What follows belongs to an exercise in optimizing a design on an open flow for small area; a production flow would make more cautious choices. In this exercise RTL edits were held to simulation tests only and were not proved equivalent to the original. No driver is modelled on the clock port, so clock power and skew are understated where the tree is cut down; a real chip needs a root buffer or a tree. Power and IR drop assume default switching activity.

===== flow/constraint.sdc =====
create_clock -name core_clock -period 25.0 [get_ports {clk}]
set_input_delay 5.0000 -clock core_clock [delete_from_list [all_inputs] [get_ports {clk}]]
set_output_delay 5.0000 -clock core_clock [all_outputs]
set_load 0.01 [all_outputs]

===== flow/flow/abc_template.script =====
strash
@PRE@
&get -n
&deepsyn -S @SEED@ -T 40
&put
dc2
&get -n
&dch -f
&nf -R 1000
&put

===== flow/config.mk =====
export PLATFORM = sky130hd
export DESIGN_NAME = ball_controller
export DESIGN_NICKNAME = ball_controller
export VERILOG_FILES = /design/flow/design.v
export SDC_FILE = /design/flow/constraint.sdc
export NUM_CORES = 4
export LEC_CHECK = 0
export ABC_AREA = 1
export CAP_MARGIN = 0
export CORE_MARGIN = 2
export CORE_UTILIZATION = 40
export CTS_BUF_LIST = sky130_fd_sc_hd__clkbuf_8
export SLEW_MARGIN = 0

===== flow/design.v =====
package ball_pkg;
	localparam logic [9:0] SERVE_X = 10'd463;
	localparam logic [9:0] SERVE_Y = 10'd275;
	function automatic logic [5:0] touch_span(logic [5:0] e);
		logic [4:0] a;
		a = e[5] ? 5'(-e) : e[4:0];
		if (e == 6'b100000 || a > 5'd28) touch_span = 6'd0;
		else begin
			case (a)
				5'd0, 5'd1, 5'd2, 5'd3, 5'd4, 5'd5, 5'd6, 5'd7: touch_span = {1'b1, 5'd28};
				5'd8, 5'd9, 5'd10: touch_span = {1'b1, 5'd27};
				5'd11, 5'd12: touch_span = {1'b1, 5'd26};
				5'd13, 5'd14: touch_span = {1'b1, 5'd25};
				5'd15, 5'd16: touch_span = {1'b1, 5'd24};
				5'd17: touch_span = {1'b1, 5'd23};
				5'd18: touch_span = {1'b1, 5'd22};
				5'd19: touch_span = {1'b1, 5'd21};
				5'd20: touch_span = {1'b1, 5'd20};
				5'd21: touch_span = {1'b1, 5'd19};
				5'd22: touch_span = {1'b1, 5'd18};
				5'd23: touch_span = {1'b1, 5'd17};
				5'd24: touch_span = {1'b1, 5'd16};
				5'd25: touch_span = {1'b1, 5'd14};
				5'd26: touch_span = {1'b1, 5'd12};
				5'd27: touch_span = {1'b1, 5'd10};
				default: touch_span = {1'b1, 5'd7};
			endcase
		end
	endfunction
endpackage
`timescale 1ns/1ps
module move_tick (
	input  logic clk,
	input  logic rst,
	output logic tick,
	output logic first
);
	logic [1:0] cnt;
	always_ff @(posedge clk) begin
		if (rst) cnt <= 2'd0;
		else cnt <= cnt + 2'd1;
	end
	assign tick = &cnt;
	assign first = (cnt == 2'd1);
endmodule
`timescale 1ns/1ps
module ball_motion (
	input  logic       clk,
	input  logic       rst,
	input  logic       tick,
	input  logic       serve,
	input  logic       flip,
	output logic [9:0] x,
	output logic [9:0] y
);
	logic       lsb;         
	logic [9:1] xh;
	logic [8:1] yh;
	logic       east;
	logic       south;
	logic       srv_east;    
	logic       srv_south;
	assign x = {xh, lsb};
	assign y = {1'b0, yh, lsb};
	logic wall_x;
	logic wall_y;
	assign wall_x = (~x[9] & ~x[8] & ~x[6] & ~x[5] & ~x[0]) |    
		(x[9] & x[7] & x[3] & x[2] & x[0]);                      
	assign wall_y = (~y[8] & ~y[7] & ~y[6] & ~y[4] & ~y[1] & ~y[0]) |   
		(y[8] & y[7] & y[6] & y[5] & y[4] & y[2] & y[1]);            
	logic east_n;
	logic south_n;
	assign east_n = east ^ wall_x ^ flip;
	assign south_n = south ^ wall_y;
	logic       ld;
	logic       xen, yen;
	logic [9:1] xt;
	logic [8:1] yt;
	assign ld = rst | serve;
	assign xen = tick & ~(east_n ^ lsb);
	assign yen = tick & ~(south_n ^ lsb);
	always_comb begin
		xt[1] = xen;
		for (int i = 2; i <= 9; i++) xt[i] = xt[i-1] & ~(xh[i-1] ^ east_n);
		yt[1] = yen;
		for (int i = 2; i <= 8; i++) yt[i] = yt[i-1] & ~(yh[i-1] ^ south_n);
	end
	always_ff @(posedge clk) begin
		if (ld) begin
			lsb <= ball_pkg::SERVE_X[0];
			xh <= ball_pkg::SERVE_X[9:1];
			yh <= ball_pkg::SERVE_Y[8:1];
		end else begin
			lsb <= lsb ^ tick;
			xh <= xh ^ xt;
			yh <= yh ^ yt;
		end
	end
	always_ff @(posedge clk) begin
		if (rst) begin
			east <= 1'b0;
			south <= 1'b1;
			srv_east <= 1'b1;
			srv_south <= 1'b0;
		end else if (serve) begin
			east <= srv_east;
			south <= srv_south;
			srv_east <= ~srv_east;
			srv_south <= ~(srv_south ^ srv_east);
		end else if (tick) begin
			east <= east_n;
			south <= south_n;
		end
	end
endmodule
`timescale 1ns/1ps
module player_contact (
	input  logic       clk,
	input  logic       rst,
	input  logic       tick,
	input  logic [9:0] x,
	input  logic [9:0] y,
	input  logic [9:0] team1_pos,
	input  logic [9:0] team2_pos,
	output logic       flip
);
	logic [9:0] t;
	assign t = x[9] ? team2_pos : team1_pos;
	logic [5:0] e;
	assign e = {x[5] ^ x[4], ~x[4], x[3:0]};
	logic [3:0] k;
	logic       win;
	assign k = x[9:6] + {3'd0, x[5] | x[4]};
	assign win = (k == 4'd4) || (k == 4'd9);
	logic [5:0] span;
	assign span = ball_pkg::touch_span(e);
	logic [10:0] d;
	logic        s;
	logic [4:0]  m;
	logic        yin;
	logic        le;
	assign d = {1'b0, y} - {1'b0, t};
	assign s = d[10];
	assign m = d[4:0] ^ {5{s}};
	assign yin = (d[10:5] == {6{s}});
	assign le = ({1'b0, m} + {5'd0, s}) <= {1'b0, span[4:0]};
	logic touch;
	logic hit_latch;
	assign touch = win & span[5] & yin & le;
	assign flip = touch & ~hit_latch;
	always_ff @(posedge clk) begin
		if (rst) hit_latch <= 1'b0;
		else if (tick) hit_latch <= touch;
	end
endmodule
`timescale 1ns/1ps
module serve_control (
	input  logic       clk,
	input  logic       rst,
	input  logic [9:0] x,
	input  logic [9:0] y,
	input  logic [3:0] buttons,
	input  logic       first,
	output logic       serve,
	output logic       score_team1,
	output logic       score_team2
);
	logic colv, red_win, blue_win, disc;
	logic [2:0] k;
	logic [4:0] ex;
	logic [4:0] ey;
	assign k = {~x[5] | x[6], x[5] & ~x[6], x[5]};
	assign ex = {x[4:2] - k, x[1:0]};
	assign ey = y[4:0] - (red_win ? 5'd4 : 5'd2);
	assign colv = (x[8] & x[7] & x[6] & x[5]) |
		(~x[9] & x[7] & ~x[6] & ~x[5]) |
		(x[8] & ~x[7] & ~x[6] & x[5]);
	assign red_win = (~y[8] & ~y[7] & ~y[5] & y[4]) |
		(~y[8] & ~y[7] & y[6] & y[5] & ~y[4]);
	assign blue_win = (y[8] & y[7] & y[6] & ~y[5] & ~y[4]) |
		(y[8] & y[7] & y[5] & y[4]);
	assign disc = (~ey[4] & ~ey[3] & ~ex[4] & ~ex[3]) |
		(~ey[4] & ~ey[3] & ex[4] & ex[3]) |
		(ey[4] & ey[3] & ~ex[4] & ~ex[3]) |
		(ey[4] & ey[3] & ex[4] & ex[3]) |
		(~ey[4] & ~ey[3] & ~ey[0] & ~ex[4] & ~ex[2]) |
		(~ey[4] & ~ey[2] & ex[4] & ex[3] & ex[2]) |
		(ey[4] & ey[2] & ey[1] & ~ex[4] & ~ex[3]) |
		(ey[3] & ~ey[2] & ~ex[4] & ~ex[3] & ~ex[2]) |
		(ey[4] & ey[3] & ey[2] & ~ex[4] & ~ex[2]) |
		(~ey[4] & ~ey[3] & ex[4] & ex[2] & ex[1]) |
		(~ey[4] & ~ey[2] & ~ey[1] & ex[4] & ex[3]) |
		(~ey[4] & ~ey[2] & ~ey[0] & ~ex[4] & ~ex[3]) |
		(ey[4] & ey[3] & ~ex[4] & ~ex[2] & ~ex[1]) |
		(~ey[4] & ~ey[3] & ~ex[4] & ~ex[2] & ~ex[1]) |
		(ey[4] & ey[3] & ey[2] & ey[0] & ~ex[3] & ex[2]) |
		(ey[4] & ey[2] & ey[0] & ex[4] & ex[3] & ex[2]) |
		(~ey[3] & ey[2] & ey[1] & ex[4] & ex[3] & ex[1]) |
		(ey[4] & ey[3] & ey[1] & ~ex[3] & ex[2] & ex[1]) |
		(~ey[4] & ~ey[2] & ~ey[1] & ~ex[4] & ~ex[3]) |
		(~ey[4] & ~ey[3] & ~ey[2] & ex[3] & ~ex[2]) |
		(ey[4] & ey[2] & ~ex[4] & ~ex[3] & ~ex[2] & ex[0]) |
		(~ey[4] & ~ey[3] & ~ey[2] & ~ex[3] & ex[2] & ex[0]) |
		(ey[4] & ey[3] & ey[1] & ~ex[4] & ~ex[2] & ~ex[0]) |
		(ey[4] & ey[2] & ey[1] & ey[0] & ex[4] & ex[3]) |
		(ey[3] & ~ey[2] & ~ey[0] & ex[4] & ex[3] & ex[1]) |
		(ey[4] & ey[3] & ey[2] & ~ex[3] & ex[2] & ex[1]) |
		(ey[4] & ey[3] & ey[0] & ~ex[3] & ex[2] & ex[1]) |
		(~ey[3] & ey[2] & ey[1] & ex[4] & ex[3] & ex[2]) |
		(~ey[4] & ~ey[2] & ~ey[1] & ~ey[0] & ~ex[4] & ~ex[2] & ~ex[1]);
	logic in_red;
	logic in_blue;
	assign in_red = colv & red_win & disc;
	assign in_blue = colv & blue_win & disc;
	logic btn;
	assign score_team1 = in_red & first;
	assign score_team2 = in_blue & first;
	assign serve = btn | score_team1 | score_team2;
	always_ff @(posedge clk) begin
		if (rst) btn <= 1'b0;
		else btn <= &buttons;
	end
endmodule
`timescale 1ns/1ps
module ball_controller (
	input  logic       clk,
	input  logic       rst,
	input  logic [9:0] team1_pos,
	input  logic [9:0] team2_pos,
	input  logic [3:0] buttons,
	output logic [19:0] ball_pos,
	output logic       score_team1,
	output logic       score_team2
);
	logic       tick;
	logic       first;
	logic       serve;
	logic       flip;
	logic [9:0] x;
	logic [9:0] y;
	assign ball_pos = {x, y};
	move_tick move_tick_inst (
		.clk (clk),
		.rst (rst),
		.tick (tick),
		.first(first)
	);
	ball_motion ball_motion_inst (
		.clk  (clk),
		.rst  (rst),
		.tick (tick),
		.serve(serve),
		.flip (flip),
		.x    (x),
		.y    (y)
	);
	player_contact player_contact_inst (
		.clk      (clk),
		.rst      (rst),
		.tick     (tick),
		.x        (x),
		.y        (y),
		.team1_pos(team1_pos),
		.team2_pos(team2_pos),
		.flip     (flip)
	);
	serve_control serve_control_inst (
		.clk        (clk),
		.rst        (rst),
		.x          (x),
		.y          (y),
		.buttons    (buttons),
		.first      (first),
		.serve      (serve),
		.score_team1(score_team1),
		.score_team2(score_team2)
	);
endmodule

===== flow/standard.sh =====
#!/bin/bash
# synth_recipe.tcl (not shown) runs the flow's synth.tcl, then flattens the netlist and writes it again
# the make line also repeats each setting of config.mk as NAME=value (left out here)
make -C /OpenROAD-flow-scripts/flow DESIGN_CONFIG=/design/flow/config.mk WORK_HOME=/design/flow/orfs CLKGATE_MAP_FILE= SYNTH_SCRIPT=/design/flow/synth_recipe.tcl "${@:-finish}"

===== flow/flow/run.sh =====
#!/bin/bash
# Own layout flow: the standard flow (standard.sh), with these changes.
# 1. Synthesis: the standard synthesis script (same passes and the same
#    flip-flop mapping, so the same registers) but without the full/half-adder
#    extraction and the Kogge-Stone carry map, and with an area-oriented ABC
#    script (abc_template.script) for the combinational logic. The script's
#    random restructuring (&deepsyn) is tried with SEEDS seeds, each with and
#    without a dc2 pass before it, each in its own ORFS work folder, and the
#    smallest netlist is kept and carried on through the rest of the flow.
# 2. Port buffers use the smallest buffer cell (buf_1) instead of the
#    default pick (every input and output port still gets its buffer), and
#    the clock tree uses clkbuf_8 without a dummy balancing load.
# Each tool's output goes to a log file in this folder.
set -euo pipefail
W=$(pwd)
F=$W/flow
prep() {
	# $1 scripts folder, $2 ABC script
	rm -rf "$1"
	cp -r "$FLOW_HOME/scripts" "$1"
	python3 - "$1" "$2" <<'PY'
import sys
s = sys.argv[1]
p = s + '/synth.tcl'
t = open(p).read()
a = t.index('# Technology mapping of adders')
b = t.index('# Technology mapping of latches')
t = t[:a] + t[b:]
t = t.replace('"-extra-map $::env(FLOW_HOME)/platforms/common/lcu_kogge_stone.v"', '""')
open(p, 'w').write(t)
open(s + '/abc_area.script', 'w').write(open(sys.argv[2]).read())
PY
}
area() {
	grep "Chip area for module" "$1/reports/sky130hd/ball_controller/base/synth_stat.txt" | awk '{print $NF}'
}
SEEDS=16
names=()
for i in $(seq 0 $((SEEDS - 1))); do
	for p in a b; do
		n=d$i$p
		names+=("$n")
		o="dc2"
		[[ $p == b ]] && o="balance"
		sed -e "s/@SEED@/$i/" -e "s/@PRE@/$o/" "$F/abc_template.script" > "$W/abc_$n.script"
		prep "$W/scripts_$n" "$W/abc_$n.script"
	done
done
# run the trials, NUM_CORES at a time
pids=()
for n in "${names[@]}"; do
	bash standard.sh WORK_HOME="$W/try_$n" SCRIPTS_DIR="$W/scripts_$n" ABC_AREA=1 synth > "synth_$n.log" 2>&1 &
	pids+=($!)
	if (( ${#pids[@]} >= ${NUM_CORES:-4} )); then
		wait "${pids[0]}" || true
		pids=("${pids[@]:1}")
	fi
done
for p in "${pids[@]}"; do wait "$p" || true; done
best=""
bestarea=""
for n in "${names[@]}"; do
	if [[ -f "$W/try_$n/results/sky130hd/ball_controller/base/1_synth.odb" ]]; then
		ar=$(area "$W/try_$n")
		echo "$n $ar" >> synth_trials.log
		if [[ -z "$best" ]] || python3 -c "import sys; sys.exit(0 if $ar < $bestarea else 1)"; then
			best=$n; bestarea=$ar
		fi
	fi
done
echo "chosen $best $bestarea" >> synth_trials.log
rm -rf "$W/orfs"
mv "$W/try_$best" "$W/orfs"
for n in "${names[@]}"; do
	rm -rf "$W/try_$n"
	[[ "$n" == "$best" ]] || rm -rf "$W/scripts_$n"
done
bash standard.sh SCRIPTS_DIR="$W/scripts_$best" BUFFER_PORTS_ARGS="-buffer_cell sky130_fd_sc_hd__buf_1" \
	CTS_ARGS="-sink_clustering_enable -repair_clock_nets -buf_list sky130_fd_sc_hd__clkbuf_8 -dont_use_dummy_load" \
	> layout.log 2>&1

==> flow_summary.yaml, run 1 <==
synth:
  synth_top_cell_by_area: "dfxtp_1"
  ys_seq_area_share_pct: 25.26
  netlist_instances: 280
  synth_area_per_cell_um2: 7.360
  ys_types: 44
  synth_async_sr_flop_share_pct: 0
  syn-num-nets: 306
  synth_ff_type: "dfxtp_1"
  synth_most_common_cell: "nand2_1"
  ys_top_cells_by_count: "35 x nand2_1, 34 x nor2_1, 28 x a21oi_1"
  synth_warnings: 4
  syn-cell-area_um2: 2061
  synth.area.top_cells: "dfxtp_1 25%, xnor2_1 9.8%, xor2_1 7.2%"
  yosys.area.top_type_share_pct: 25.26
  synth-edff-count: 0
  ys_seq_elements: 26
power_and_ir_drop:
  clkPwrFrac_pct: 28.9
  p_seq_share_pct: 52.7
  powerDensity_nw_per_um2: 35.44
  power.total_w: 0.00008318
  internal_power_w: 0.00005993
  p_leak_nw: 0.7849
  max-vdd-ir-drop_mv: 0.02158
  sw_frac_of_total_pct: 27.95
  netSwitchingPower_w: 0.00002325
  p_comb_share_pct: 18.4
routing:
  viasPerCell: 5.232
  drt_first_iter_violations: 194
  drc: 0
  wl_per_cell_um: 12.58
  via_count: 2077
  finalWirelength_um: 4993
  firstDrtPassIters: 4
  ant_nets: 0
finish:
  fin_nets: 355
  areaGrowthSynthToFinish_pct: 13.90
  antennaDiodeCount: 0
  num-fill-cells: 513
  layout-drive-gt1-share_pct: 1.223
  finalNonFillerCells: 397
  utilization_pct: 46.55
cts:
  cts.clk_slew.worst_paths_ps: 80
  cts_buffers: 3
  post_cts_buffers: 0
  cts-htree-levels: 1
  cts_max_path_buffers: 2
  cts_tree: "done"
  cts_sinks: 26
  cts_root_buf: "clkbuf_8"
  cts_resized: 0
  clock_latency_ps: 280
  cts_hold_buffers: 0
global_route:
  grt_max_degree: 20
  grt_busiest_layer: "met2"
  grtUsageMet3_pct: 1.720
  use_met2_pct: 28.07
  grt_pass1_vias: 1791
  grt.total_usage_pct: 17.73
  antenna_found_initial: 0
  met1_usage_pct: 25.36
  grt-ovfl-total: 0
  grt_pass1_wl_um: 8024
worst_setup_path:
  end_kind: "flip-flop"
  path_common_cell: "a21oi_1"
  critPathMaxFanout: 8
  slowest_stage: "maj3_1"
  startpoint_type: "input port"
  critPathBufInv: 1
  cp_num_cells: 29
  reg2reg_depth: 28
  slowest_delay_ps: 410
  cp_data_arrival_time_ps: 11050
  crit_type: "input port to flip-flop"
  critPathRequiredTime_ps: 25200
  critPathTopFamily: "compound AO/OA/AOI/OAI gates"
die:
  dieArea_um2: 5742
  io_pins: 48
  coreArea_um2: 5042
  rows: 26
  die_width_um: 75.78
  start_util_pct: 40.87
  die_y_um: 75.78
placement:
  place_congestion: 0.8018
  hpwl_um: 3750
  detailedPlace.worstSlack_ps: 13890
  numPortBuffers: 46
  dp.cells: 394
timing:
  tns_ps: 0
  finalSetupViolations: 0
  period_needed_ps: 10850
  slew_headroom_pct: 43.45
  tightestPinTransition_ps: 847.1
  hold_violations: 0
  timing.final.ws_setup_ps: 14150
  fmax_mhz: 92.21
  period_share_pct: 43.38
  skew_ps: 10.96
  grt_setup_unrepaired: "no"
  maxSlewViolCount: 0
flow_run:
  cap_violations: 0
outcome:
  outcome: "finished clean"
worst_hold_path:
  holdPathStages: 2
  hold_path.class: "flip-flop to flip-flop"
worst min-delay path: stages (launching register included):
cell and delay (ps):
dfxtp_1 330, nand2_1 50, o31ai_1 50
layout make-up:
cell class	instances	area [um2]	area share [%]
Sequential cell	26	520.5	22.17
Inverter	3	11.26	0.4797
Clock buffer	3	41.29	1.759
Tap cell	70	87.58	3.731
Timing Repair Buffer	47	180.2	7.676
Multi-Input combinational cell	248	1506	64.18
power by group through the flow:
stage	sequential [W]	combinational, W	clock, W
after floorplan	0.0000447	0.0000114	0
after global placement	0.0000448	0.0000152	0
after detailed placement	0.0000448	0.0000152	0
after CTS	0.0000438	0.0000154	0.0000251
after global routing	0.0000441	0.0000171	0.0000269
final	0.0000439	0.0000153	0.0000240
state kept, by name, summed over array words and instances, names as in the netlist:
signal / count
player_contact_inst.hit_latch: 1
ball_motion_inst.srv_east: 1
ball_motion_inst.xh: 9
ball_motion_inst.yh: 8
ball_motion_inst.lsb: 1
ball_motion_inst.srv_south: 1
ball_motion_inst.south: 1
move_tick_inst.cnt: 2
ball_motion_inst.east: 1
serve_control_inst.btn: 1
cells in the final DEF (no fill, tap or decap), types with 2 or more instances in the layout:
master and n:
nor3b_1 2, o21a_1 4, clkbuf_8 3, o2111ai_1 2, nand2_1 35, xnor2_1 23, nand3_1 11, a21oi_1 28
maj3_1 4, and2_0 4, o21ai_0 21, o41ai_1 2, a22oi_1 3, or3_1 4, clkinv_1 3, or2_0 4
nand2b_1 4, nor3_1 6, nor4_1 2, o22ai_1 3, and3_1 2, mux2i_1 11, a31oi_1 2, xor2_1 17
a2111oi_0 3, dfxtp_1 26, buf_1 46, nor2_1 34
path summary, 6_finish.rpt:
kind	start	end	slack, ps
max	team2_pos[0]	ball_motion_inst.xh[9]$_SDFF_PP0_	14150
min	player_contact_inst.hit_latch$_SDFFE_PP0P_	player_contact_inst.hit_latch$_SDFFE_PP0P_	460
max reg2reg	ball_motion_inst.xh[9]$_SDFF_PP0_	ball_motion_inst.xh[9]$_SDFF_PP0_	17900
min reg2reg	player_contact_inst.hit_latch$_SDFFE_PP0P_	player_contact_inst.hit_latch$_SDFFE_PP0P_	460
stage by stage:
stage          cell area (um2)  hold slack [ps]
6_report                  2347            457.0
5_1_grt                   2347            500.4
4_1_cts                   2347            454.5
3_5_place_dp              2306            434.1
3_3_place_gp              2306            435.8
2_1_floorplan             2061            419.7
routing by layer:
metal  share of wire (%)  wire [um]
met1                  50       2513
met2                  45       2231
met3                 3.9        197
met4                 1.0         51
met5                   0          0
kinds of logic after synthesis:
kind of cell	count (synthesis)	synth area share, %
compound gates	79	23.32
simple gates	113	25.32
buf+inv	6	1.639
fa+ha+maj	4	1.943
xor+xnor	40	17.00
mux	11	5.343
other cells	1	0.1820
flops	26	25.26
==> run 2, diff against run 1 <==
--- a/flow/flow/run.sh
+++ b/flow/flow/run.sh
@@ -8,8 +8,4 @@
 #    without a dc2 pass before it, each in its own ORFS work folder, and the
 #    smallest netlist is kept and carried on through the rest of the flow.
-# 2. Port buffers use the smallest buffer cell (buf_1) instead of the
-#    default pick (every input and output port still gets its buffer), and
-#    the clock tree uses clkbuf_8 without a dummy balancing load.
-# Each tool's output goes to a log file in this folder.
 set -euo pipefail
 W=$(pwd)
@@ -35,5 +31,5 @@
 	grep "Chip area for module" "$1/reports/sky130hd/ball_controller/base/synth_stat.txt" | awk '{print $NF}'
 }
-SEEDS=16
+SEEDS=32
 names=()
 for i in $(seq 0 $((SEEDS - 1))); do
@@ -78,3 +74,4 @@
 bash standard.sh SCRIPTS_DIR="$W/scripts_$best" BUFFER_PORTS_ARGS="-buffer_cell sky130_fd_sc_hd__buf_1" \
 	CTS_ARGS="-sink_clustering_enable -repair_clock_nets -buf_list sky130_fd_sc_hd__clkbuf_8 -dont_use_dummy_load" \
+	POST_CTS_TCL="$F/noroot.tcl" \
 	> layout.log 2>&1
==> flow/flow/noroot.tcl (new file) <==
set block [ord::get_db_block]
set clk_net [[$block findBTerm clk] getNet]
set roots {}
set leaves {}
foreach inst [$block getInsts] {
	if {![string match "sky130_fd_sc_hd__clkbuf_*" [[$inst getMaster] getName]]} { continue }
	foreach it [$inst getITerms] {
		if {[$it isInputSignal] && [$it getNet] != "NULL"} {
			if {[[$it getNet] getId] == [$clk_net getId]} {
				lappend roots $inst
			} else {
				lappend leaves $inst
			}
		}
	}
}
puts "noroot: [llength $roots] root, [llength $leaves] leaf clock buffers"
if {[llength $roots] == 1 && [llength $leaves] >= 1 && [llength $leaves] <= 4} {
	set root [lindex $roots 0]
	set rnet ""
	foreach it [$root getITerms] {
		if {[$it isOutputSignal]} { set rnet [$it getNet] }
	}
	# every load of the root net must be a leaf buffer input
	set ok 1
	set loads {}
	foreach it [$rnet getITerms] {
		if {[$it getInst] == $root} { continue }
		if {[lsearch $leaves [$it getInst]] < 0} { set ok 0 }
		lappend loads $it
	}
	if {$ok} {
		foreach it $loads {
			$it disconnect
			$it connect $clk_net
		}
		odb::dbInst_destroy $root
		odb::dbNet_destroy $rnet
		puts "noroot: removed [llength $roots] root buffer, clock port drives [llength $loads] leaf buffers"
	}
}
==> run 2 against run 1 <==
Compared with the run above: combinational power about the same; worst setup slack lost 120 ps; wire length shrank 1.0%; clock-buffer cell count down 1; clock skew down 0.99 ps; highest routed layer unchanged; still clean; critical path depth unchanged; total power fell by 6.4%; sequential share of layout area grew 0.13 points.
==> flow_summary.yaml, run 2 <==
finish:
  final_area_um2: 2333
  reg_top3: "ball_motion_inst.xh: 9 flops, ball_motion_inst.yh: 8 flops, move_tick_inst.cnt: 2 flops"
  layout-drive-gt1-share_pct: 0.9202
  largest_register_ffs: 9
  final_common_cell: "buf_1"
  fin_nets: 354
  utilization_pct: 46.28
  final_cell_mix: "46 x buf_1, 35 x nand2_1, 34 x nor2_1, 28 x a21oi_1, 26 x dfxtp_1"
  antennaDiodeCount: 0
  areaGrowthSynthToFinish_pct: 13.24
  largest-register: "ball_motion_inst.xh"
routing:
  wl_per_cell_um: 12.48
  via_count: 2086
  finalWirelength_um: 4943
  viasPerCell: 5.268
  firstDrtPassIters: 4
  ant_nets: 0
  drt_first_iter_violations: 182
  drc: 0
die:
  die_y_um: 75.78
  io_pins: 48
  dieArea_um2: 5742
  die_width_um: 75.78
  start_util_pct: 40.87
  rows: 26
  coreArea_um2: 5042
placement:
  hpwl_um: 3750
  placed_area_um2: 2306
  numPortBuffers: 46
  detailedPlace.worstSlack_ps: 13890
  place_congestion: 0.8018
timing:
  timing.final.ws_setup_ps: 14040
  fmax_mhz: 91.24
  period_share_pct: 43.84
  grt_setup_unrepaired: "no"
  slew_headroom_pct: 44.77
  hold_violations: 0
  maxSlewViolCount: 0
  tightestPinTransition_ps: 827.3
  period_needed_ps: 10960
  skew_ps: 9.970
  finalSetupViolations: 0
  tns_ps: 0
  holdWs_ps: 457.3
synth:
  synth_most_common_cell: "nand2_1"
  yosys.area.top_type_share_pct: 25.26
  synth.area.top_cells: "dfxtp_1 25%, xnor2_1 9.8%, xor2_1 7.2%"
  ys_seq_area_share_pct: 25.26
  syn-num-nets: 306
  netlist_instances: 280
  syn-cell-area_um2: 2061
  ys_top_cells_by_count: "35 x nand2_1, 34 x nor2_1, 28 x a21oi_1"
  synth_area_per_cell_um2: 7.360
  synth_ff_type: "dfxtp_1"
  synth-edff-count: 0
  synth_warnings: 4
  ys_seq_elements: 26
  synth_async_sr_flop_share_pct: 0
  ys_types: 44
  synth_top_cell_by_area: "dfxtp_1"
cts:
  clock_latency_ps: 150
  cts.clk_slew.worst_paths_ps: 80
  cts_sinks: 26
flow_run:
  cap_violations: 0
worst_setup_path:
  critPathTopFamily: "compound AO/OA/AOI/OAI gates"
  critPathRequiredTime_ps: 25080
  slowest_stage: "maj3_1"
  startpoint_type: "input port"
  reg2reg_depth: 28
  crit_type: "input port to flip-flop"
  end_kind: "flip-flop"
  r2r_slack_ps: 17920
  worst_r2r_endpoint: "ball_motion_inst.xh[9]$_SDFF_PP0_"
  cp_data_arrival_time_ps: 11040
  slowest_delay_ps: 410
  critPathMaxFanout: 8
  cp_num_cells: 29
  startpoint: "team2_pos[0]"
  rr_startpoint: "ball_motion_inst.xh[9]$_SDFF_PP0_"
  critPathBufInv: 1
  path_common_cell: "a21oi_1"
  worstSetupEndpoint: "ball_motion_inst.xh[9]$_SDFF_PP0_"
global_route:
  grt_pass1_wl_um: 7990
  grt_pass1_vias: 1772
  grt-ovfl-total: 0
  grt.total_usage_pct: 17.49
  grt_max_degree: 20
  antenna_found_initial: 0
outcome:
  outcome: "finished clean"
power_and_ir_drop:
  powerDensity_nw_per_um2: 33.37
  p_leak_nw: 0.7777
  max-vdd-ir-drop_mv: 0.02165
worst_hold_path:
  hold_path.class: "flip-flop to flip-flop"
run 2: per-layer routing:
layer / share of wire, % / up-vias / GRT usage (%)
met5: 0 / - / 0
li1: - / 1106 / -
met1: 49 / 911 / 25.36
met3: 5.4 / 3 / 1.323
met4: 0.81 / 0 / 4.288
met2: 45 / 66 / 28.07
run 2: final cells by class:
| class | count | area [um2] |
|---|---|---|
| clock buffer | 2 | 27.53 |
| fill | 514 | 2709 |
| inverter | 3 | 11.26 |
| multi-input combinational | 248 | 1506 |
| sequential | 26 | 520.5 |
| tap | 70 | 87.58 |
| timing repair buffer | 47 | 180.2 |
run 2: power breakdown:
part / internal, W / switching [W]
clock network: 0.00000738 / 0.0000113
registers: 0.0000422 / 0.00000164
logic: 0.00000690 / 0.00000839
run 2: kinds of logic after synthesis:
logic type	share of synthesized area [%]
flip-flops	25.26
AND/OR/NAND/NOR	25.32
other	0.1820
multiplexers	5.343
buffers and inverters	1.639
adder cells (fa/ha/maj)	1.943
XOR/XNOR	17.00
AO/OA/AOI/OAI	23.32
run 2: stage by stage:
stage / cells / power (W)
2_1_floorplan: 280 / 0.00005611
3_3_place_gp: 394 / 0.00005999
3_5_place_dp: 394 / 0.00006002
5_1_grt: 396 / 0.00008257
6_report: 396 / 0.00007787
run 2: worst min path at each step:
stage / to / cells past startpoint / startpoint / slack [ps]
floorplan: player_contact_inst.hit_latch$_SDFFE_PP0P_ / 2 / player_contact_inst.hit_latch$_SDFFE_PP0P_ / 420
global placement: player_contact_inst.hit_latch$_SDFFE_PP0P_ / 2 / player_contact_inst.hit_latch$_SDFFE_PP0P_ / 440
detailed placement: player_contact_inst.hit_latch$_SDFFE_PP0P_ / 2 / player_contact_inst.hit_latch$_SDFFE_PP0P_ / 430
global route: ball_motion_inst.srv_east$_SDFFE_PP1P_ / 2 / ball_motion_inst.srv_east$_SDFFE_PP1P_ / 500
finish: player_contact_inst.hit_latch$_SDFFE_PP0P_ / 2 / player_contact_inst.hit_latch$_SDFFE_PP0P_ / 460
run 2: worst register-to-register path: cells and delay by family (launching register included):
kind	cells	cell delay (ps)
and+or+nand+nor	5	1190
DFF	1	860
xor gates and xnor gates	2	290
AOI/OAI and AO/OA	16	2740
muxes	1	310
adders and majority gates	4	1600
==> run 3, diff against run 2 <==
--- a/flow/flow/run.sh
+++ b/flow/flow/run.sh
@@ -1,11 +1,4 @@
 #!/bin/bash
 # Own layout flow: the standard flow (standard.sh), with these changes.
-# 1. Synthesis: the standard synthesis script (same passes and the same
-#    flip-flop mapping, so the same registers) but without the full/half-adder
-#    extraction and the Kogge-Stone carry map, and with an area-oriented ABC
-#    script (abc_template.script) for the combinational logic. The script's
-#    random restructuring (&deepsyn) is tried with SEEDS seeds, each with and
-#    without a dc2 pass before it, each in its own ORFS work folder, and the
-#    smallest netlist is kept and carried on through the rest of the flow.
 set -euo pipefail
 W=$(pwd)
@@ -31,13 +24,15 @@
 	grep "Chip area for module" "$1/reports/sky130hd/ball_controller/base/synth_stat.txt" | awk '{print $NF}'
 }
-SEEDS=32
+SEEDS=24
 names=()
 for i in $(seq 0 $((SEEDS - 1))); do
-	for p in a b; do
+	for p in a b c; do
 		n=d$i$p
 		names+=("$n")
 		o="dc2"
+		e=""
 		[[ $p == b ]] && o="balance"
-		sed -e "s/@SEED@/$i/" -e "s/@PRE@/$o/" "$F/abc_template.script" > "$W/abc_$n.script"
+		[[ $p == c ]] && e="-E 20"
+		sed -e "s/@SEED@/$i/" -e "s/@PRE@/$o/" -e "s/@NF@/$e/" "$F/abc_template.script" > "$W/abc_$n.script"
 		prep "$W/scripts_$n" "$W/abc_$n.script"
 	done
==> flow/flow/abc_template.script (replaced) <==
strash
@PRE@
&get -n
&deepsyn -S @SEED@ -T 40
&put
dc2
&get -n
&dch -f
&nf -R 1000 @NF@
&put
==> run 3 against run 2 <==
Compared with the run above: worst setup slack better by 190 ps; worst hold slack better by 1.8 ps; maximum frequency is 1.7% higher; sequential share of layout area grew 0.16 points; critical path depth increased by 4; area after synthesis is 0.79% lower; non-clock buffer count unchanged; via count increased by 3.3%; clock power about the same; synthesized cell count down 0.71%; final cell count down 0.51%; first-iteration DRC count down 27%; critical endpoint unchanged; largest cell class unchanged; highest routed layer unchanged.
==> flow_summary.yaml, run 3 <==
outcome:
  outcome: "finished clean"
placement:
  hpwl_um: 3843
  place_congestion: 0.8371
  dp.cells: 392
  numPortBuffers: 46
timing:
  skew_ps: 11.01
  fmax_mhz: 92.81
  slew_headroom_pct: 41.94
  tightestPinTransition_ps: 869.7
  period_needed_ps: 10780
  period_share_pct: 43.10
  maxSlewViolCount: 0
  grt_setup_unrepaired: "no"
  tns_ps: 0
  finalSetupViolations: 0
  hold_violations: 0
die:
  io_pins: 48
  dieArea_um2: 5699
  start_util_pct: 40.81
  die_y_um: 75.49
  die_width_um: 75.49
  coreArea_um2: 5010
  rows: 26
routing:
  via_count: 2155
  finalWirelength_um: 5083
  viasPerCell: 5.470
  ant_nets: 0
  drc: 0
  drt_first_iter_violations: 133
  firstDrtPassIters: 4
  wl_per_cell_um: 12.90
worst_setup_path:
  worst_r2r_endpoint: "ball_motion_inst.xh[9]$_SDFF_PP0_"
  slowest_stage: "maj3_1"
  critPathBufInv: 2
  rr_startpoint: "ball_motion_inst.xh[9]$_SDFF_PP0_"
  critPathTopFamily: "compound AO/OA/AOI/OAI gates"
  cp_data_arrival_time_ps: 10860
  r2r_slack_ps: 18150
  reg2reg_depth: 32
  crit_type: "input port to flip-flop"
  slowest_delay_ps: 410
  startpoint_type: "input port"
  end_kind: "flip-flop"
  critPathMaxFanout: 8
  critPathRequiredTime_ps: 25080
global_route:
  grt_max_degree: 26
  grt.total_usage_pct: 17.73
  grt-ovfl-total: 0
  grt_pass1_wl_um: 8017
  grt_pass1_vias: 1801
  antenna_found_initial: 0
finish:
  num-fill-cells: 539
  final_common_cell: "buf_1"
  antennaDiodeCount: 0
  final_cell_mix: "46 x buf_1, 31 x nand2_1, 31 x a21oi_1, 27 x nor2_1"
  largest_register_ffs: 9
  layout-drive-gt1-share_pct: 0.9259
  reg_top3: "ball_motion_inst.xh: 9 flops, ball_motion_inst.yh: 8 flops, move_tick_inst.cnt: 2 flops"
  finalNonFillerCells: 394
  largest-register: "ball_motion_inst.xh"
  fin_nets: 352
  areaGrowthSynthToFinish_pct: 13.34
synth:
  netlist_instances: 278
  ys_seq_area_share_pct: 25.46
  ys_seq_elements: 26
  synth_warnings: 4
  synth_async_sr_flop_share_pct: 0
  synth_top_cell_by_area: "dfxtp_1"
  ys_types: 40
  syn-cell-area_um2: 2044
  synth_area_per_cell_um2: 7.354
  syn-num-nets: 304
  synth-edff-count: 0
  yosys.area.top_type_share_pct: 25.46
  synth.area.top_cells: "dfxtp_1 25%, xnor2_1 9.9%, a21oi_1 7.6%"
  ys_top_cells_by_count: "31 x a21oi_1, 31 x nand2_1, 27 x nor2_1"
  synth_ff_type: "dfxtp_1"
power_and_ir_drop:
  sw_frac_of_total_pct: 27.67
  netSwitchingPower_w: 0.00002165
  max-vdd-ir-drop_mv: 0.01646
  clkPwrFrac_pct: 24.0
  internal_power_w: 0.00005660
  p_comb_share_pct: 19.6
  p_seq_share_pct: 56.4
  p_leak_nw: 0.7479
  powerDensity_nw_per_um2: 33.77
flow_run:
  cap_violations: 0
worst_hold_path:
  worstHoldStart: "player_contact_inst.hit_latch$_SDFFE_PP0P_"
  holdPathEnd: "player_contact_inst.hit_latch$_SDFFE_PP0P_"
  hold_path.class: "flip-flop to flip-flop"
  holdPathStages: 2
cts:
  cts.clk_slew.worst_paths_ps: 90
  cts_sinks: 26
  clock_latency_ps: 150
## run 3: cell count changes after synthesis, moves of 3 or more
cell,previous run,this run
nor3_1,6,9
o21ai_0,21,26
a2111oi_0,3,0
nand2_1,35,31
a21oi_1,28,31
o21a_1,4,1
nor2_1,34,27
nor4_1,2,5
## run 3: cell families after synthesis
logic type / after synthesis / share of synthesized area (%)
other: 1 / 0.1834
AND/OR/NAND/NOR: 106 / 24.60
AO/OA/AOI/OAI: 84 / 23.93
XOR/XNOR: 40 / 17.14
buffers and inverters: 7 / 1.836
adder cells (fa/ha/maj): 3 / 1.469
multiplexers: 11 / 5.386
flip-flops: 26 / 25.46
## run 3: how the worst max path moves through the flow
stage,slack (ps),from,to,cells past startpoint
floorplan,14830,team2_pos[0],ball_motion_inst.xh[8]$_SDFF_PP1_,31
global placement,14310,team2_pos[0],ball_motion_inst.xh[8]$_SDFF_PP1_,32
detailed placement,14110,team2_pos[0],ball_motion_inst.xh[9]$_SDFF_PP0_,33
global route,13610,team2_pos[0],ball_motion_inst.xh[9]$_SDFF_PP0_,34
finish,14220,team2_pos[0],ball_motion_inst.xh[9]$_SDFF_PP0_,33
## run 3: final cells by class
type	count	area [um2]	area share [%]
inverter	4	15.01	0.6479
multi-input combinational	245	1486	64.15
tap	70	87.58	3.780
clock buffer	2	27.53	1.188
timing repair buffer	47	180.2	7.775
sequential	26	520.5	22.46
## run 3: layer usage
metal  global-route usage [%]  vias up  routed length [um]
met5                        0        -                   0
met4                    3.704        0                  50
met3                    2.381        5                 227
met2                    28.99       46                2335
met1                    25.00      994                2469
li1                         -     1110                   -
## run 3: power by group through the flow
stage	registers, W	logic (W)	clock network [W]
floorplan	0.0000447	0.0000117	0
global placement	0.0000452	0.0000152	0
detailed placement	0.0000451	0.0000153	0
global route	0.0000444	0.0000174	0.0000207
finish	0.0000442	0.0000153	0.0000188
## run 3: worst reg2reg max path, delay by kind of cell (launching register included)
family	cells	cell delay (ps)
xor gates and xnor gates	1	160
DFF	1	840
muxes	1	300
AOI/OAI and AO/OA	18	2780
buffers and inverters	1	60
and+or+nand+nor	8	1440
adders and majority gates	3	1220
## run 3: per-stage QoR
stage | setup slack [ps] | util [%] | total power (W) | hold slack, ps | cell area, um2
global placement | 14310 | 45.70 | 0.00006039 | 435.0 | 2290
global route | 13610 | 46.25 | 0.00008248 | 484.0 | 2317
floorplan | 14830 | - | 0.00005641 | 419.7 | 2044
finish | 14220 | 46.25 | 0.00007824 | 459.1 | 2317
detailed placement | 14110 | 45.70 | 0.00006041 | 442.9 | 2290
==> run 4, diff against run 3 <==
--- a/flow/design.v
+++ b/flow/design.v
@@ -71,5 +71,5 @@
 	logic east_n;
 	logic south_n;
-	assign east_n = east ^ wall_x ^ flip;
+	assign east_n = east ^ (wall_x | flip);
 	assign south_n = south ^ wall_y;
 	logic       ld;
==> run 4 against run 3 <==
Compared with the run above: still clean on timing, DRC and antenna; final cell count up 3.3%; combinational power up 5%; cell area up 1.2%; maximum frequency up 17%; worst setup slack better by 1600 ps; sequential cell count unchanged; non-clock buffer count unchanged; register-to-register slack better by 1500 ps; total power down 0.97%; critical endpoint unchanged; largest cell class unchanged.
==> flow_summary.yaml, run 4 <==
synth:
  ys_seq_elements: 26
  synth_warnings: 4
  synth_ff_type: "dfxtp_1"
  synth.area.top_cells: "dfxtp_1 25%, xnor2_1 9.3%, a21oi_1 7.7%"
  ys_seq_area_share_pct: 25.12
  syn-num-nets: 317
  ys_top_cells_by_count: "41 x nor2_1, 35 x nand2_1, 32 x a21oi_1"
  synth_most_common_cell: "nor2_1"
  synth_top_cell_by_area: "dfxtp_1"
  synth_area_per_cell_um2: 7.120
  syn-cell-area_um2: 2072
  synth-edff-count: 0
  yosys.area.top_type_share_pct: 25.12
  ys_types: 37
  netlist_instances: 291
  synth_async_sr_flop_share_pct: 0
worst_setup_path:
  crit_path_cell_trace: "buf_1 > mux2i_1 > xor2_1 > a21oi_1 > maj3_1 > maj3_1 > xnor2_1 > nor2_1 > a211oi_1 > a21oi_1 > nor2_1 > nand3_1 > o21ai_0 > o21ai_0 > or2_0 > a211oi_1 > o21ai_0 > xor2_1 > nor2_1"
  critPathMaxFanout: 5
  end_kind: "flip-flop"
  startpoint: "team2_pos[1]"
  critPathBufInv: 1
  startpoint_type: "input port"
  rr_startpoint: "ball_motion_inst.xh[9]$_SDFF_PP0_"
  critPathRequiredTime_ps: 25010
  slowest_stage: "maj3_1"
  cp_data_arrival_time_ps: 9220
  reg2reg_depth: 18
  crit_type: "input port to flip-flop"
  worstSetupEndpoint: "ball_motion_inst.xh[9]$_SDFF_PP0_"
  worst_r2r_endpoint: "ball_motion_inst.xh[9]$_SDFF_PP0_"
  slowest_delay_ps: 420
  critPathTopFamily: "compound AO/OA/AOI/OAI gates"
  cp_num_cells: 19
  r2r_slack_ps: 19650
placement:
  numPortBuffers: 46
  hpwl_um: 3979
  place_congestion: 0.7741
finish:
  largest_register_ffs: 9
  num-fill-cells: 552
  multi_input_area_um2: 1514
  ff_latch_area_um2: 520.5
  final_cell_mix: "46 x buf_1, 41 x nor2_1, 35 x nand2_1, 32 x a21oi_1, 29 x o21ai_0"
  final_common_cell: "buf_1"
  fin_nets: 365
  largest-register: "ball_motion_inst.xh"
  reg_top3: "ball_motion_inst.xh: 9 flops, ball_motion_inst.yh: 8 flops, move_tick_inst.cnt: 2 flops"
  areaGrowthSynthToFinish_pct: 13.16
  layout-drive-gt1-share_pct: 0.8902
  antennaDiodeCount: 0
outcome:
  outcome: "finished clean"
timing:
  tightestPinTransition_ps: 913.5
  holdWs_ps: 456.6
  hold_violations: 0
  skew_ps: 9.767
  grt_setup_unrepaired: "no"
  slew_headroom_pct: 39.01
  finalSetupViolations: 0
  maxSlewViolCount: 0
  fmax_mhz: 108.6
  period_needed_ps: 9205
  tns_ps: 0
  period_share_pct: 36.82
routing:
  wl_per_cell_um: 12.94
  firstDrtPassIters: 4
  drt_first_iter_violations: 86
  via_count: 2176
  drc: 0
  viasPerCell: 5.346
  ant_nets: 0
  finalWirelength_um: 5268
global_route:
  grt_pass1_vias: 1926
  antenna_found_initial: 0
  grt_pass1_wl_um: 8873
  grt.total_usage_pct: 18.12
  grt-ovfl-total: 0
  grt_max_degree: 26
die:
  die_y_um: 75.97
  coreArea_um2: 5042
  dieArea_um2: 5771
  rows: 26
  start_util_pct: 41.09
  die_width_um: 75.97
  io_pins: 48
cts:
  cts.clk_slew.worst_paths_ps: 90
  cts_sinks: 26
  clock_latency_ps: 150
power_and_ir_drop:
  p_leak_nw: 0.7231
  max-vdd-ir-drop_mv: 0.02345
  powerDensity_nw_per_um2: 33.04
worst_hold_path:
  hold_path.class: "flip-flop to flip-flop"
flow_run:
  cap_violations: 0
-- run 4: worst min-delay path by stage --
stage	endpoint	depth (start not counted)	slack, ps	from
after global placement	player_contact_inst.hit_latch$_SDFFE_PP0P_	2	440	player_contact_inst.hit_latch$_SDFFE_PP0P_
final	player_contact_inst.hit_latch$_SDFFE_PP0P_	2	460	player_contact_inst.hit_latch$_SDFFE_PP0P_
after global routing	player_contact_inst.hit_latch$_SDFFE_PP0P_	2	510	player_contact_inst.hit_latch$_SDFFE_PP0P_
after detailed placement	player_contact_inst.hit_latch$_SDFFE_PP0P_	2	440	player_contact_inst.hit_latch$_SDFFE_PP0P_
after floorplan	player_contact_inst.hit_latch$_SDFFE_PP0P_	2	420	player_contact_inst.hit_latch$_SDFFE_PP0P_
-- run 4: cells by family (layout without fill, tap and decap cells) --
group,count (synthesis),in the layout,synth area share (%)
xor gates and xnor gates,31,31,13.10
buffers and inverters,7,53,1.811
DFF,26,26,25.12
and+or+nand+nor,117,117,25.42
AOI/OAI and AO/OA,95,95,27.60
adders and majority gates,4,4,1.932
muxes,10,10,4.831
other,1,1,0.1810
-- run 4: final cells by class --
cell class | count | share of cell area [%]
Multi-Input combinational cell | 258 | 64.57
Sequential cell | 26 | 22.20
Timing Repair Buffer | 47 | 7.684
Tap cell | 70 | 3.735
Clock buffer | 2 | 1.174
Inverter | 4 | 0.6403
-- run 4: through the flow --
stage | power, W | cells | worst slack [ps] | util [%] | instance area, um2
floorplan | 0.00005641 | 291 | 16300 | - | 2072
global placement | 0.00006050 | 405 | 15900 | 45.96 | 2317
detailed placement | 0.00006058 | 405 | 15630 | 45.96 | 2317
global route | 0.00008214 | 407 | 15310 | 46.50 | 2345
finish | 0.00007748 | 407 | 15800 | 46.50 | 2345
-- run 4: per-layer routing --
layer	vias up	track usage [%]	routed length [um]
met2	43	30.36	2447
li1	1150	-	-
met5	-	0	0
met3	3	1.659	158
met4	0	4.182	38
met1	980	25.39	2623
-- run 4: worst reg2reg max path, delay by kind of cell (launching register included) --
| family | cells | cell delay (ps) |
|---|---|---|
| AO/OA/AOI/OAI | 7 | 1660 |
| adder cells (fa/ha/maj) | 2 | 830 |
| AND/OR/NAND/NOR | 5 | 690 |
| flip-flops | 1 | 930 |
| XOR/XNOR | 3 | 740 |
| multiplexers | 1 | 370 |
-- run 4: where the power goes --
group / leakage, nW / switching [W] / internal, W
clock network: 0.0144 / 0.0000105 / 0.00000736
registers: 0.211 / 0.00000140 / 0.0000422
logic: 0.498 / 0.00000923 / 0.00000685
total: 0.723 / 0.0000211 / 0.0000564
==> run 5, diff against run 4 <==
--- a/flow/design.v
+++ b/flow/design.v
@@ -71,5 +71,5 @@
 	logic east_n;
 	logic south_n;
-	assign east_n = east ^ (wall_x | flip);
+	assign east_n = east ^ wall_x ^ flip;
 	assign south_n = south ^ wall_y;
 	logic       ld;
--- a/flow/flow/run.sh
+++ b/flow/flow/run.sh
@@ -24,5 +24,5 @@
 	grep "Chip area for module" "$1/reports/sky130hd/ball_controller/base/synth_stat.txt" | awk '{print $NF}'
 }
-SEEDS=24
+SEEDS=48
 names=()
 for i in $(seq 0 $((SEEDS - 1))); do
@@ -38,10 +38,11 @@
 	done
 done
-# run the trials, NUM_CORES at a time
+# run the trials, one per CPU at a time (synthesis is single-threaded)
+PAR=$(nproc)
 pids=()
 for n in "${names[@]}"; do
 	bash standard.sh WORK_HOME="$W/try_$n" SCRIPTS_DIR="$W/scripts_$n" ABC_AREA=1 synth > "synth_$n.log" 2>&1 &
 	pids+=($!)
-	if (( ${#pids[@]} >= ${NUM_CORES:-4} )); then
+	if (( ${#pids[@]} >= PAR )); then
 		wait "${pids[0]}" || true
 		pids=("${pids[@]:1}")
==> run 5 against run 4 <==
Compared with the run above: still clean; area after synthesis shrank 1.3%; register-to-register slack worse by 1500 ps; wire length decreased by 3.5%; sequential power grew 1%; largest power group unchanged.
==> flow_summary.yaml, run 5 <==
synth:
  syn-cell-area_um2: 2044
  synth_top_cell_by_area: "dfxtp_1"
  ys_top_cells_by_count: "31 x a21oi_1, 31 x nand2_1, 27 x nor2_1"
  synth.area.top_cells: "dfxtp_1 25%, xnor2_1 9.9%, a21oi_1 7.6%"
  ys_seq_elements: 26
  ys_types: 40
  synth_ff_type: "dfxtp_1"
  yosys.area.top_type_share_pct: 25.46
  synth_area_per_cell_um2: 7.354
  synth-edff-count: 0
  synth_async_sr_flop_share_pct: 0
  netlist_instances: 278
  syn-num-nets: 304
  ys_seq_area_share_pct: 25.46
  synth_warnings: 4
flow_run:
  cap_violations: 0
worst_setup_path:
  startpoint_type: "input port"
  r2r_slack_ps: 18150
  worstSetupEndpoint: "ball_motion_inst.xh[9]$_SDFF_PP0_"
  slowest_delay_ps: 410
  critPathMaxFanout: 8
  slowest_stage: "maj3_1"
  worst_r2r_endpoint: "ball_motion_inst.xh[9]$_SDFF_PP0_"
  crit_type: "input port to flip-flop"
  rr_startpoint: "ball_motion_inst.xh[9]$_SDFF_PP0_"
  cp_data_arrival_time_ps: 10860
  end_kind: "flip-flop"
  critPathRequiredTime_ps: 25080
  reg2reg_depth: 32
  startpoint: "team2_pos[0]"
outcome:
  outcome: "finished clean"
finish:
  largest_register_ffs: 9
  areaGrowthSynthToFinish_pct: 13.34
  final_area_um2: 2317
  antennaDiodeCount: 0
  fin_nets: 352
  utilization_pct: 46.25
  final_common_cell: "buf_1"
  layout-drive-gt1-share_pct: 0.9259
  final_cell_mix: "46 x buf_1, 31 x nand2_1, 31 x a21oi_1, 27 x nor2_1"
  reg_top3: "ball_motion_inst.xh: 9 flops, ball_motion_inst.yh: 8 flops, move_tick_inst.cnt: 2 flops"
  largest-register: "ball_motion_inst.xh"
timing:
  holdWs_ps: 459.1
  maxSlewViolCount: 0
  tns_ps: 0
  skew_ps: 11.01
  slew_headroom_pct: 41.94
  period_share_pct: 43.10
  period_needed_ps: 10780
  fmax_mhz: 92.81
  tightestPinTransition_ps: 869.7
  finalSetupViolations: 0
  hold_violations: 0
  grt_setup_unrepaired: "no"
routing:
  drt_first_iter_violations: 133
  firstDrtPassIters: 4
  drc: 0
  viasPerCell: 5.470
  ant_nets: 0
  finalWirelength_um: 5083
  wl_per_cell_um: 12.90
  via_count: 2155
cts:
  cts_sinks: 26
  cts.clk_slew.worst_paths_ps: 90
  clock_latency_ps: 150
die:
  rows: 26
  die_y_um: 75.49
  start_util_pct: 40.81
  io_pins: 48
  dieArea_um2: 5699
  coreArea_um2: 5010
  die_width_um: 75.49
placement:
  hpwl_um: 3843
  numPortBuffers: 46
  placed_area_um2: 2290
  place_congestion: 0.8371
power_and_ir_drop:
  p_leak_nw: 0.7479
  max-vdd-ir-drop_mv: 0.01646
  power.total_w: 0.00007824
  powerDensity_nw_per_um2: 33.77
global_route:
  grt_max_degree: 26
  grt.total_usage_pct: 17.73
  grt_pass1_vias: 1801
  grt_pass1_wl_um: 8017
  grt-ovfl-total: 0
  antenna_found_initial: 0
worst_hold_path:
  hold_path.class: "flip-flop to flip-flop"
-- run 5: changes by cell type in the layout (fill, tap and decap cells not counted), moves of 3 or more --
cell	previous run	this run
nor2_1	41	27
xor2_1	9	17
nor2b_1	7	1
nand2_1	35	31
nor3_1	5	9
a22oi_1	5	2
a31oi_1	1	4
nand4_1	0	3
o21ai_0	29	26
-- run 5: stage by stage --
| step | instances | setup WS [ps] |
|---|---|---|
| after global routing | 394 | 13610 |
| after floorplan | 278 | 14830 |
| final | 394 | 14220 |
| after global placement | 392 | 14310 |
| after detailed placement | 392 | 14110 |
-- run 5: worst min-delay path by stage --
stage	start	to	cells past startpoint
final	player_contact_inst.hit_latch$_SDFFE_PP0P_	player_contact_inst.hit_latch$_SDFFE_PP0P_	2
after global routing	ball_motion_inst.srv_east$_SDFFE_PP1P_	ball_motion_inst.srv_east$_SDFFE_PP1P_	1
after detailed placement	player_contact_inst.hit_latch$_SDFFE_PP0P_	player_contact_inst.hit_latch$_SDFFE_PP0P_	2
after global placement	ball_motion_inst.srv_east$_SDFFE_PP1P_	ball_motion_inst.srv_east$_SDFFE_PP1P_	1
after floorplan	player_contact_inst.hit_latch$_SDFFE_PP0P_	player_contact_inst.hit_latch$_SDFFE_PP0P_	2
-- run 5: where the power goes --
| part | internal (W) | switching, W | total, W |
|---|---|---|---|
| Sequential | 0.0000422 | 0.00000195 | 0.0000442 |
| Combinational | 0.00000700 | 0.00000830 | 0.0000153 |
| Clock | 0.00000738 | 0.0000114 | 0.0000188 |
-- run 5: kinds of logic (layout without fill, tap and decap cells) --
kind of cell	Yosys count	after routing	share of synthesized area [%]
adders and majority gates	3	3	1.469
and+or+nand+nor	106	106	24.60
AOI/OAI and AO/OA	84	84	23.93
xor gates and xnor gates	40	40	17.14
buffers and inverters	7	53	1.836
muxes	11	11	5.386
DFF	26	26	25.46
other	1	1	0.1834
-- run 5: per-layer routing --
metal,share of wire [%],wire [um],up-vias,global-route usage (%)
met3,4.5,227,5,2.381
met5,0,0,-,0
li1,-,-,1110,-
met4,0.98,50,0,3.704
met1,49,2469,994,25.00
met2,46,2335,46,28.99
-- run 5: critical path, delay by kind of cell --
family | cells | cell delay [ps]
AO/OA/AOI/OAI | 18 | 2770
AND/OR/NAND/NOR | 8 | 1440
adder cells (fa/ha/maj) | 3 | 1220
XOR/XNOR | 1 | 160
multiplexers | 1 | 140
buffers and inverters | 2 | 130
-- run 5: area by class of cell --
cell class | count | area [um2]
Fill cell | 539 | 2693
Sequential cell | 26 | 520.5
Clock buffer | 2 | 27.53
Timing Repair Buffer | 47 | 180.2
Inverter | 4 | 15.01
Multi-Input combinational cell | 245 | 1486
Tap cell | 70 | 87.58
==> run 6, diff against run 5 <==
--- a/flow/design.v
+++ b/flow/design.v
@@ -28,4 +28,20 @@
 		end
 	endfunction
+	function automatic logic [4:0] goal_span(logic [4:0] e);
+		logic [3:0] a;
+		a = e[4] ? 4'(-e) : e[3:0];
+		if (e == 5'b10000 || a > 4'd11) goal_span = 5'd0;
+		else begin
+			case (a)
+				4'd0, 4'd1, 4'd2, 4'd3, 4'd4: goal_span = {1'b1, 4'd11};
+				4'd5, 4'd6: goal_span = {1'b1, 4'd10};
+				4'd7: goal_span = {1'b1, 4'd9};
+				4'd8: goal_span = {1'b1, 4'd8};
+				4'd9: goal_span = {1'b1, 4'd7};
+				4'd10: goal_span = {1'b1, 4'd6};
+				default: goal_span = {1'b1, 4'd4};
+			endcase
+		end
+	endfunction
 endpackage
 `timescale 1ns/1ps
@@ -34,5 +50,6 @@
 	input  logic rst,
 	output logic tick,
-	output logic first
+	output logic first,
+	output logic phase
 );
 	logic [1:0] cnt;
@@ -43,4 +60,5 @@
 	assign tick = &cnt;
 	assign first = (cnt == 2'd1);
+	assign phase = cnt[1];
 endmodule
 `timescale 1ns/1ps
@@ -119,20 +137,35 @@
 	input  logic       rst,
 	input  logic       tick,
+	input  logic       phase,
 	input  logic [9:0] x,
 	input  logic [9:0] y,
 	input  logic [9:0] team1_pos,
 	input  logic [9:0] team2_pos,
-	output logic       flip
-);
-	logic [9:0] t;
-	assign t = x[9] ? team2_pos : team1_pos;
+	output logic       flip,
+	output logic       hit
+);
 	logic [5:0] e;
-	assign e = {x[5] ^ x[4], ~x[4], x[3:0]};
 	logic [3:0] k;
 	logic       win;
+	logic [5:0] span;
+	assign e = {x[5] ^ x[4], ~x[4], x[3:0]};
 	assign k = x[9:6] + {3'd0, x[5] | x[4]};
 	assign win = (k == 4'd4) || (k == 4'd9);
-	logic [5:0] span;
 	assign span = ball_pkg::touch_span(e);
+	logic [2:0] g;
+	logic [4:0] ex;
+	logic       colv;
+	logic [4:0] gspan;
+	assign g = {~x[5] | x[6], x[5] & ~x[6], x[5]};
+	assign ex = {x[4:2] - g, x[1:0]};
+	assign colv = (x[8] & x[7] & x[6] & x[5]) | (~x[9] & x[7] & ~x[6] & ~x[5]) |
+		(x[8] & ~x[7] & ~x[6] & x[5]);
+	assign gspan = ball_pkg::goal_span(ex);
+	logic [9:0] t;
+	logic [4:0] h;
+	logic       xok;
+	assign t = phase ? (x[9] ? team2_pos : team1_pos) : (y[8] ? 10'd450 : 10'd100);
+	assign h = phase ? span[4:0] : {1'b0, gspan[3:0]};
+	assign xok = phase ? (win & span[5]) : (colv & gspan[4]);
 	logic [10:0] d;
 	logic        s;
@@ -144,12 +177,11 @@
 	assign m = d[4:0] ^ {5{s}};
 	assign yin = (d[10:5] == {6{s}});
-	assign le = ({1'b0, m} + {5'd0, s}) <= {1'b0, span[4:0]};
-	logic touch;
+	assign le = ({1'b0, m} + {5'd0, s}) <= {1'b0, h};
 	logic hit_latch;
-	assign touch = win & span[5] & yin & le;
-	assign flip = touch & ~hit_latch;
+	assign hit = xok & yin & le;
+	assign flip = hit & ~hit_latch;
 	always_ff @(posedge clk) begin
 		if (rst) hit_latch <= 1'b0;
-		else if (tick) hit_latch <= touch;
+		else if (tick) hit_latch <= hit;
 	end
 endmodule
@@ -158,63 +190,16 @@
 	input  logic       clk,
 	input  logic       rst,
-	input  logic [9:0] x,
 	input  logic [9:0] y,
 	input  logic [3:0] buttons,
 	input  logic       first,
+	input  logic       hit,
 	output logic       serve,
 	output logic       score_team1,
 	output logic       score_team2
 );
-	logic colv, red_win, blue_win, disc;
-	logic [2:0] k;
-	logic [4:0] ex;
-	logic [4:0] ey;
-	assign k = {~x[5] | x[6], x[5] & ~x[6], x[5]};
-	assign ex = {x[4:2] - k, x[1:0]};
-	assign ey = y[4:0] - (red_win ? 5'd4 : 5'd2);
-	assign colv = (x[8] & x[7] & x[6] & x[5]) |
-		(~x[9] & x[7] & ~x[6] & ~x[5]) |
-		(x[8] & ~x[7] & ~x[6] & x[5]);
-	assign red_win = (~y[8] & ~y[7] & ~y[5] & y[4]) |
-		(~y[8] & ~y[7] & y[6] & y[5] & ~y[4]);
-	assign blue_win = (y[8] & y[7] & y[6] & ~y[5] & ~y[4]) |
-		(y[8] & y[7] & y[5] & y[4]);
-	assign disc = (~ey[4] & ~ey[3] & ~ex[4] & ~ex[3]) |
-		(~ey[4] & ~ey[3] & ex[4] & ex[3]) |
-		(ey[4] & ey[3] & ~ex[4] & ~ex[3]) |
-		(ey[4] & ey[3] & ex[4] & ex[3]) |
-		(~ey[4] & ~ey[3] & ~ey[0] & ~ex[4] & ~ex[2]) |
-		(~ey[4] & ~ey[2] & ex[4] & ex[3] & ex[2]) |
-		(ey[4] & ey[2] & ey[1] & ~ex[4] & ~ex[3]) |
-		(ey[3] & ~ey[2] & ~ex[4] & ~ex[3] & ~ex[2]) |
-		(ey[4] & ey[3] & ey[2] & ~ex[4] & ~ex[2]) |
-		(~ey[4] & ~ey[3] & ex[4] & ex[2] & ex[1]) |
-		(~ey[4] & ~ey[2] & ~ey[1] & ex[4] & ex[3]) |
-		(~ey[4] & ~ey[2] & ~ey[0] & ~ex[4] & ~ex[3]) |
-		(ey[4] & ey[3] & ~ex[4] & ~ex[2] & ~ex[1]) |
-		(~ey[4] & ~ey[3] & ~ex[4] & ~ex[2] & ~ex[1]) |
-		(ey[4] & ey[3] & ey[2] & ey[0] & ~ex[3] & ex[2]) |
-		(ey[4] & ey[2] & ey[0] & ex[4] & ex[3] & ex[2]) |
-		(~ey[3] & ey[2] & ey[1] & ex[4] & ex[3] & ex[1]) |
-		(ey[4] & ey[3] & ey[1] & ~ex[3] & ex[2] & ex[1]) |
-		(~ey[4] & ~ey[2] & ~ey[1] & ~ex[4] & ~ex[3]) |
-		(~ey[4] & ~ey[3] & ~ey[2] & ex[3] & ~ex[2]) |
-		(ey[4] & ey[2] & ~ex[4] & ~ex[3] & ~ex[2] & ex[0]) |
-		(~ey[4] & ~ey[3] & ~ey[2] & ~ex[3] & ex[2] & ex[0]) |
-		(ey[4] & ey[3] & ey[1] & ~ex[4] & ~ex[2] & ~ex[0]) |
-		(ey[4] & ey[2] & ey[1] & ey[0] & ex[4] & ex[3]) |
-		(ey[3] & ~ey[2] & ~ey[0] & ex[4] & ex[3] & ex[1]) |
-		(ey[4] & ey[3] & ey[2] & ~ex[3] & ex[2] & ex[1]) |
-		(ey[4] & ey[3] & ey[0] & ~ex[3] & ex[2] & ex[1]) |
-		(~ey[3] & ey[2] & ey[1] & ex[4] & ex[3] & ex[2]) |
-		(~ey[4] & ~ey[2] & ~ey[1] & ~ey[0] & ~ex[4] & ~ex[2] & ~ex[1]);
-	logic in_red;
-	logic in_blue;
-	assign in_red = colv & red_win & disc;
-	assign in_blue = colv & blue_win & disc;
 	logic btn;
-	assign score_team1 = in_red & first;
-	assign score_team2 = in_blue & first;
-	assign serve = btn | score_team1 | score_team2;
+	assign score_team1 = hit & first & ~y[8];
+	assign score_team2 = hit & first & y[8];
+	assign serve = btn | (hit & first);
 	always_ff @(posedge clk) begin
 		if (rst) btn <= 1'b0;
@@ -235,14 +220,17 @@
 	logic       tick;
 	logic       first;
+	logic       phase;
 	logic       serve;
 	logic       flip;
+	logic       hit;
 	logic [9:0] x;
 	logic [9:0] y;
 	assign ball_pos = {x, y};
 	move_tick move_tick_inst (
-		.clk (clk),
-		.rst (rst),
+		.clk  (clk),
+		.rst  (rst),
 		.tick (tick),
-		.first(first)
+		.first(first),
+		.phase(phase)
 	);
 	ball_motion ball_motion_inst (
@@ -259,17 +247,19 @@
 		.rst      (rst),
 		.tick     (tick),
+		.phase    (phase),
 		.x        (x),
 		.y        (y),
 		.team1_pos(team1_pos),
 		.team2_pos(team2_pos),
-		.flip     (flip)
+		.flip     (flip),
+		.hit      (hit)
 	);
 	serve_control serve_control_inst (
 		.clk        (clk),
 		.rst        (rst),
-		.x          (x),
 		.y          (y),
 		.buttons    (buttons),
 		.first      (first),
+		.hit        (hit),
 		.serve      (serve),
 		.score_team1(score_team1),
--- a/flow/flow/run.sh
+++ b/flow/flow/run.sh
@@ -24,5 +24,5 @@
 	grep "Chip area for module" "$1/reports/sky130hd/ball_controller/base/synth_stat.txt" | awk '{print $NF}'
 }
-SEEDS=48
+SEEDS=24
 names=()
 for i in $(seq 0 $((SEEDS - 1))); do
==> run 6 against run 5 <==
Compared with the run above: area after synthesis increased by 1.3%; core utilization increased by 0.25 points; worst hold slack improved by 26 ps; largest cell class unchanged; combinational power increased by 37%; clock skew decreased by 6.1 ps; critical path type is now input port to output port; critical endpoint is now score_team2; final cell count increased by 1.8%; sequential power increased by 2%.
==> flow_summary.yaml, run 6 <==
outcome:
  outcome: "finished clean"
timing:
  hold_violations: 0
  grt_setup_unrepaired: "no"
  slew_headroom_pct: 38.83
  tns_ps: 0
cts:
  cts.clk_slew.worst_paths_ps: 80
global_route:
  antenna_found_initial: 0
synth:
  synth_warnings: 4
  ys_types: 43
  ys_seq_elements: 26
  ys_top_cells_by_count: "40 x nor2_1, 28 x nand2_1, 26 x dfxtp_1"
  synth_ff_type: "dfxtp_1"
  ys_seq_area_share_pct: 25.12
  synth_async_sr_flop_share_pct: 0
  synth_top_cell_by_area: "dfxtp_1"
worst_setup_path:
  slowest_stage: "a2111oi_0"
  critPathMaxFanout: 8
  cp_num_cells: 21
  crit_type: "input port to output port"
  startpoint: "team1_pos[0]"
  crit_path_cell_trace: "buf_1 > a22oi_1 > or2_0 > maj3_1 > maj3_1 > maj3_1 > maj3_1 > nand2_1 > a31oi_1 > a21o_1 > a22o_1 > o21ai_0 > xnor2_1 > o21ai_0 > o21ai_0 > a21oi_1 > a2111oi_0 > nand2_1 > nor2_1 > and2_0 > buf_1"
  slowest_delay_ps: 710
  rr_startpoint: "move_tick_inst.cnt[1]$_SDFF_PP0_"
finish:
  largest_register_ffs: 9
  multi_input_area_um2: 1510
  final_cell_mix: "46 x buf_1, 40 x nor2_1, 28 x nand2_1, 26 x dfxtp_1, 23 x o21ai_0"
  final_common_cell: "buf_1"
  largest-register: "ball_motion_inst.xh"
die:
  io_pins: 48
  rows: 26
  die_width_um: 75.97
  die_y_um: 75.97
routing:
  drt_first_iter_violations: 138
placement:
  numPortBuffers: 46
[run 6: stage by stage]
stage	util [%]	total power [W]	hold slack, ps	std cells
2_1_floorplan	-	0.00006143	433.9	285
3_3_place_gp	45.96	0.00006670	457.1	399
3_5_place_dp	45.96	0.00006686	467.1	399
5_1_grt	46.50	0.00009022	523.4	401
6_report	46.50	0.00008434	485.6	401
[run 6: routing by layer]
| metal | GRT usage, % | vias up | share of wire (%) |
|---|---|---|---|
| met5 | 0 | - | 0 |
| met4 | 3.818 | 0 | 0.70 |
| met3 | 1.303 | 3 | 3.5 |
| met2 | 29.38 | 50 | 44 |
| met1 | 27.02 | 960 | 52 |
| li1 | - | 1119 | - |
[run 6: power by group]
group	switching, W	total (W)	leakage (nW)	internal, W
Combinational	0.0000116	0.0000210	0.552	0.00000935
Clock	0.0000110	0.0000183	0.0144	0.00000737
Sequential	0.00000262	0.0000450	0.211	0.0000424
Total	0.0000252	0.0000843	0.777	0.0000591
[run 6: logic make-up (layout without fill, tap and decap cells)]
| logic type | after synthesis | in the layout | share of synthesized area [%] |
|---|---|---|---|
| AND/OR/NAND/NOR | 122 | 122 | 27.60 |
| multiplexers | 8 | 8 | 3.986 |
| adder cells (fa/ha/maj) | 4 | 4 | 1.932 |
| XOR/XNOR | 36 | 36 | 15.22 |
| AO/OA/AOI/OAI | 80 | 80 | 23.97 |
| other | 1 | 1 | 0.1810 |
| flip-flops | 26 | 26 | 25.12 |
| buffers and inverters | 8 | 54 | 1.993 |
[run 6: worst min-delay path by stage]
| stage | startpoint | end | cells past startpoint |
|---|---|---|---|
| floorplan | move_tick_inst.cnt[0]$_SDFF_PP0_ | move_tick_inst.cnt[0]$_SDFF_PP0_ | 1 |
| global placement | move_tick_inst.cnt[0]$_SDFF_PP0_ | move_tick_inst.cnt[0]$_SDFF_PP0_ | 1 |
| detailed placement | move_tick_inst.cnt[0]$_SDFF_PP0_ | move_tick_inst.cnt[0]$_SDFF_PP0_ | 1 |
| global route | ball_motion_inst.east$_SDFFE_PP0P_ | ball_motion_inst.east$_SDFFE_PP0P_ | 2 |
| finish | move_tick_inst.cnt[0]$_SDFF_PP0_ | move_tick_inst.cnt[0]$_SDFF_PP0_ | 1 |
[run 6: final cells by class]
class / count / area share [%]
Inverter: 5 / 0.8004
Tap cell: 70 / 3.735
Sequential cell: 26 / 22.20
Multi-Input combinational cell: 251 / 64.41
Clock buffer: 2 / 1.174
Timing Repair Buffer: 47 / 7.684
[run 6: worst register-to-register path: cells and delay by family (launching register included)]
| family | cells | cell delay [ps] |
|---|---|---|
| compound gates | 14 | 2870 |
| xor+xnor | 2 | 360 |
| fa+ha+maj | 4 | 1610 |
| buf+inv | 1 | 110 |
| flops | 1 | 770 |
| simple gates | 8 | 1750 |

Re-timed with assumed drivers on the ports (clkbuf_16 on the clock, buf_2 on other inputs), run 6 has 10.279 ns of setup slack against 10.308 ns with ideal ports, and 10.279 ns once port delays also move by the mid clock arrival of 0.177 ns.
